What follows belongs to an exercise in optimizing a design on an open flow for small area and a short achievable clock period; a production flow would make more cautious choices.
Function was checked by simulation only, so behaviour that the tests miss may differ from the original.
Power figures rest on the tool's default switching activity, not on a simulated workload.

==> design.v <==
package inst_mem_pkg;
    localparam int unsigned IW_DEF = 9;
    localparam int unsigned AW_DEF = 8;
    typedef logic [IW_DEF-1:0] inst_t;
    typedef logic [AW_DEF-1:0] addr_t;
    localparam inst_t NOP_DEFAULT = '0;
    typedef enum logic [1:0] {
        IDLE = 2'd0,
        LOAD = 2'd1,
        RUN  = 2'd2
    } state_t;
endpackage
module inst_mem_array #(
    parameter int unsigned IW    = 9,
    parameter int unsigned AW    = 8,
    parameter int unsigned DEPTH = 2**AW
) (
    input  logic          clk,
    input  logic          we,
    input  logic [AW-1:0] waddr,
    input  logic [IW-1:0] wdata,
    input  logic          re,
    input  logic [AW-1:0] raddr,
    output logic [IW-1:0] rdata
);
    logic [IW-1:0] mem [DEPTH];
    always_ff @(posedge clk) begin
        if (we)
            mem[waddr] <= wdata;
        if (re)
            rdata <= mem[raddr];
    end
endmodule
module inst_mem_loader #(
    parameter int unsigned   IW    = 9,
    parameter int unsigned   AW    = 8,
    parameter int unsigned   DEPTH = 2**AW,
    parameter logic [IW-1:0] NOP   = '0
) (
    input  logic          CLK,
    input  logic          Reset,
    input  logic          load_start,
    input  logic          prog_valid,
    input  logic [IW-1:0] prog_data,
    input  logic          prog_last,
    output logic          prog_ready,
    output logic          load_done,
    output logic [AW:0]   loaded_count,
    input  logic          fetch_en,
    input  logic [AW-1:0] Address,
    output logic [IW-1:0] Instruction,
    output logic          inst_valid,
    output logic          addr_fault
);
    localparam logic [AW:0] LAST_IDX = (AW+1)'(DEPTH-1);
    inst_mem_pkg::state_t state;
    logic [AW-1:0] wp;
    logic          we;
    logic          in_range;
    logic          fetch_ok;
    logic          re;
    logic          sel_nop;
    logic [IW-1:0] rdata;
    assign we       = prog_ready & prog_valid & ~load_start;
    assign in_range = {1'b0, Address} < loaded_count;
    assign fetch_ok = fetch_en & (state == inst_mem_pkg::RUN);
    assign re       = fetch_ok & in_range;
    inst_mem_array #(
        .IW    (IW),
        .AW    (AW),
        .DEPTH (DEPTH)
    ) u_array (
        .clk   (CLK),
        .we    (we),
        .waddr (wp),
        .wdata (prog_data),
        .re    (re),
        .raddr (Address),
        .rdata (rdata)
    );
    always_ff @(posedge CLK or posedge Reset) begin
        if (Reset) begin
            state        <= inst_mem_pkg::IDLE;
            wp           <= '0;
            prog_ready   <= 1'b0;
            load_done    <= 1'b0;
            loaded_count <= '0;
        end else begin
            case (state)
                inst_mem_pkg::IDLE, inst_mem_pkg::RUN: begin
                    if (load_start) begin
                        state        <= inst_mem_pkg::LOAD;
                        wp           <= '0;
                        prog_ready   <= 1'b1;
                        load_done    <= 1'b0;
                        loaded_count <= '0;
                    end
                end
                inst_mem_pkg::LOAD: begin
                    if (load_start) begin
                        wp <= '0;
                    end else if (prog_valid) begin
                        wp <= wp + 1'b1;
                        if (prog_last || ({1'b0, wp} == LAST_IDX)) begin
                            state        <= inst_mem_pkg::RUN;
                            prog_ready   <= 1'b0;
                            load_done    <= 1'b1;
                            loaded_count <= {1'b0, wp} + 1'b1;
                        end
                    end
                end
                default: begin
                    state      <= inst_mem_pkg::IDLE;
                    prog_ready <= 1'b0;
                end
            endcase
        end
    end
    always_ff @(posedge CLK or posedge Reset) begin
        if (Reset) begin
            inst_valid <= 1'b0;
            addr_fault <= 1'b0;
            sel_nop    <= 1'b1;
        end else begin
            inst_valid <= fetch_ok;
            addr_fault <= fetch_ok & ~in_range;
            if (fetch_en)
                sel_nop <= ~re;
        end
    end
    assign Instruction = sel_nop ? NOP : rdata;
endmodule
==> run.sh <==
#!/bin/bash
# synth_recipe.tcl (not shown) runs the flow's synth.tcl, then flattens the netlist and writes it again
# the make line also repeats each setting of config.mk as NAME=value (left out here)
make -C /OpenROAD-flow-scripts/flow DESIGN_CONFIG=/design/flow/config.mk WORK_HOME=/design/flow/orfs CLKGATE_MAP_FILE= SYNTH_SCRIPT=/design/flow/synth_recipe.tcl finish
==> config.mk <==
export PLATFORM = sky130hd
export DESIGN_NAME = inst_mem_loader
export DESIGN_NICKNAME = inst_mem_loader
export VERILOG_FILES = /design/flow/design.v
export SDC_FILE = /design/flow/constraint.sdc
export NUM_CORES = 4
export LEC_CHECK = 0
export CAP_MARGIN = 20
export CORE_MARGIN = 2
export CORE_UTILIZATION = 40
export SLEW_MARGIN = 20
==> constraint.sdc <==
create_clock -name core_clock -period 5.0 [get_ports {CLK}]
set_input_delay 1.0000 -clock core_clock [delete_from_list [all_inputs] [get_ports {CLK}]]
set_output_delay 1.0000 -clock core_clock [all_outputs]
set_load 0.01 [all_outputs]
==> flow_summary.json <==
{
  "outcome": "timing/DRC/antenna clean",
  "report.final.setup_viol": 0,
  "synth-async-reset-ratio_pct": 1.027,
  "ctsResizeCount": 0,
  "track_usage_pct": 19.55,
  "layout_common_cells": "edfxtp_1, mux4_2, buf_4, nor2_1, clkbuf_16",
  "finalHoldViolations": 0,
  "core.rowCount": 174,
  "grt_pass1_wl_microns": 325200,
  "fp.dieH_microns": 479.5,
  "worstPathArrival_ns": 4.26,
  "syn_to_final_growth_pct": 14.30,
  "hold_depth": 2,
  "slew_headroom_pct": 18.69,
  "max-cap-violations": 0,
  "final_cells": 7730,
  "critPathMaxStageDelay_ns": 0.94,
  "critical_path_depth": 8,
  "drv_slew": 0,
  "clock-root-buffer": "clkbuf_16",
  "remaining_drc_errors": 0,
  "rr_worst_depth": 4,
  "synth_seq_cells": 2337,
  "drive_above_1_share_pct": 26.38,
  "startpoint_type": "input pin",
  "crit_path_top_delay_cell": "nor3_1",
  "yosys_warnings": 2,
  "clk_latency_ns": 0.84,
  "p_leak_uw": 0.03224,
  "yosys.area_share.adder_pct": 0.1522,
  "cts_buffers": 221,
  "h-tree-depth": 4,
  "power_uw": 39960,
  "placed_cells": 7321,
  "rsz0062_at_grt": "false",
  "synth_top_family_by_area": "multiplexers",
  "nets": 4586,
  "cts_setup_buffers": 0,
  "crit_chain": "buf_8 -> buf_12 -> buf_4 -> mux4_2 -> a22oi_1 -> o211ai_1 -> nor3_1 -> nor4b_2",
  "overflow": 0,
  "hp-class": "register to register",
  "layout_commonest_cell": "edfxtp_1",
  "yosysSeqAreaShare_pct": 77.48,
  "viasPerCell": 5.738,
  "cp-end-kind": "register",
  "tns_ns": 0,
  "synth_top_area_share_pct": 76.81,
  "synthCells": 4178,
  "synth_edf_count": 2313,
  "synthXorXnorAreaFrac_pct": 0.05812,
  "vias": 44355,
  "vdd_ir_drop_max_v": 0.0003546,
  "clock_path_buffers": 3,
  "portBuffers": 44,
  "synth_compound_area_share_pct": 2.877,
  "floorplan.initialDensity_pct": 40.25,
  "drt-pass1-iter-count": 6,
  "drt-initial-drc-count": 5355,
  "clock_skew_ns": 0.03855,
  "synth_flop_cell": "edfxtp_1",
  "antenna_found_initial": 5,
  "period_minus_slack_ns": 3.708,
  "cts_tree": "done",
  "syn_avg_cell_area_sq_um": 21.64,
  "die_area_sq_mm": 0.2299,
  "core_area_sq_mm": 0.2247,
  "postCtsHoldBufs": 0,
  "worst_slew_pin_slew_ns": 1.217,
  "synthMuxAreaShare_pct": 15.16,
  "fin_crit_sh_pct": 74.16,
  "max_freq_mhz": 269.7,
  "cts.sink_count": 2337,
  "synth_cell_types": 62,
  "powerDensity_mw_per_mm2": 386.6,
  "clk_pin_slew_worst_paths_ns": 0.07,
  "grt_max_degree": 140,
  "yosys.area.top_type": "edfxtp_1",
  "synthSimpleGateAreaFrac_pct": 2.630,
  "critPathTopFamily": "buffers and inverters",
  "synth_area_leaders": "edfxtp_1, mux4_2, mux2i_1, nor2_1, dfrtp_1",
  "syn_nets": 4212,
  "crit_fanout": 40,
  "io_pins": 45,
  "wirelength_microns": 227400,
  "dp_hpwl_microns": 141700,
  "cp.required_ns": 5.55,
  "path_buf_inv": 3,
  "wl_per_cell_microns": 29.42,
  "gp_congestion": 0.8385,
  "drtAntennaViolNets": 0,
  "grt_pass1_vias": 44215,
  "syn-cell-area_sq_mm": 0.09042,
  "crit_type": "input pin to register",
  "whs_ns": 0.4856,
  "die_w_microns": 479.5
}
area by class of cell:
class | count | area, sq um
fillers | 18741 | 121300
flip-flops and latches | 2337 | 70060
multi-input cells | 1582 | 18930
clock buffers | 267 | 5831
well taps | 2992 | 3744
repair buffers | 394 | 3473
clock inverters | 139 | 1245
inverters | 16 | 60.06
diodes | 3 | 7.507
power breakdown:
part / switching, uW / total (uW) / internal, uW
registers: 19.2 / 21600 / 21500
clock network: 7150 / 16500 / 9380
logic: 1190 / 1870 / 675
total: 8360 / 40000 / 31600
Yosys cell counts, types with 16 or more instances:
library cell	count
o21ai_0	22
buf_1	17
o211ai_1	39
a22o_1	40
dfrtp_1	23
clkbuf_1	88
inv_1	16
nor2b_1	26
buf_6	38
mux2i_1	135
nor4_1	18
mux4_2	546
nor2_1	286
nand2_1	63
a21oi_1	26
a22oi_1	71
o22ai_1	87
a221oi_1	33
nor3_1	50
nand3_1	27
buf_4	27
buf_2	68
edfxtp_1	2313
per-layer routing:
metal  vias to the layer above  GRT usage, %  wire length, microns
met2                      1783         31.93                112200
met5                         -             0                     0
met3                       322         2.922                 15460
li1                      18359             -                     -
met4                         0         5.043                  6016
met1                     23891         27.65                 93770
path summary, 6_finish.rpt:
path,startpoint,to,slack [ns]
worst max register to register,wp[0],u_array.mem[63][0],1.63
min in group asynchronous,Reset,loaded_count[2],0.65
worst min-delay path,load_done,load_done,0.49
worst min register to register,load_done,load_done,0.49
worst max-delay path,Address[0],u_array.rdata[7],1.29
max in group asynchronous,Reset,state[1],3.78
cells by family after synthesis:
group,after synthesis
xor gates and xnor gates,6
AOI/OAI and AO/OA,356
buffers and inverters,259
DFF,2337
and+or+nand+nor,523
adders and majority gates,11
muxes,686
metrics by stage:
step / worst slack [ns] / util [%] / area [sq um]
after floorplan: 1.802 / - / 90420
after global placement: 0.08464 / 42.84 / 96250
after detailed placement: 0.3916 / 42.85 / 96270
after CTS: 1.202 / 46.00 / 103300
after global routing: 1.174 / 46.00 / 103300
final: 1.292 / 46.00 / 103400
worst reg2reg max path, cell delays in order (launching register included):
cell and delay [ns]:
dfrtp_1 0.53, ha_1 0.45, nand3_1 0.32, or2_2 0.75
nor2_1 0.93
flip-flops by register name (all words and copies together), names as in the netlist:
register       flops
u_array.mem     2304
loaded_count       9
u_array.rdata      9
wp                 8
state              2
addr_fault         1
inst_valid         1
load_done          1
prog_ready         1
sel_nop            1

-- static timing again, ports no longer ideal --
The flow's constraints put no driver on any port. The routed layout listed below was extracted and timed again, unchanged, in two steps. Step 1 (the two cells are an assumption about what drives the block):
set clk [get_ports {CLK}]
set_driving_cell -lib_cell sky130_fd_sc_hd__clkbuf_16 $clk
set_driving_cell -lib_cell sky130_fd_sc_hd__buf_2 [delete_from_list [all_inputs] $clk]
Step 2 times the ports against the registers' clock, not the clock port: input delays grow and output delays shrink by t, the midpoint of the rising clock arrivals with the driver on. Slacks: ideal ports / drivers / drivers and shift; pairs: ideal ports / drivers.
t (ns): 0.907
setup slack, ns: 1.292 / 1.250 / 0.415
hold slack, ns: 0.486 / 0.486 / 0.486
clock arrival spread, ns: 0.041 / 0.041
After both steps setup and hold are still met in this run. The setup slack of this run moves by -0.042 ns with the drivers and by -0.877 ns with both steps.
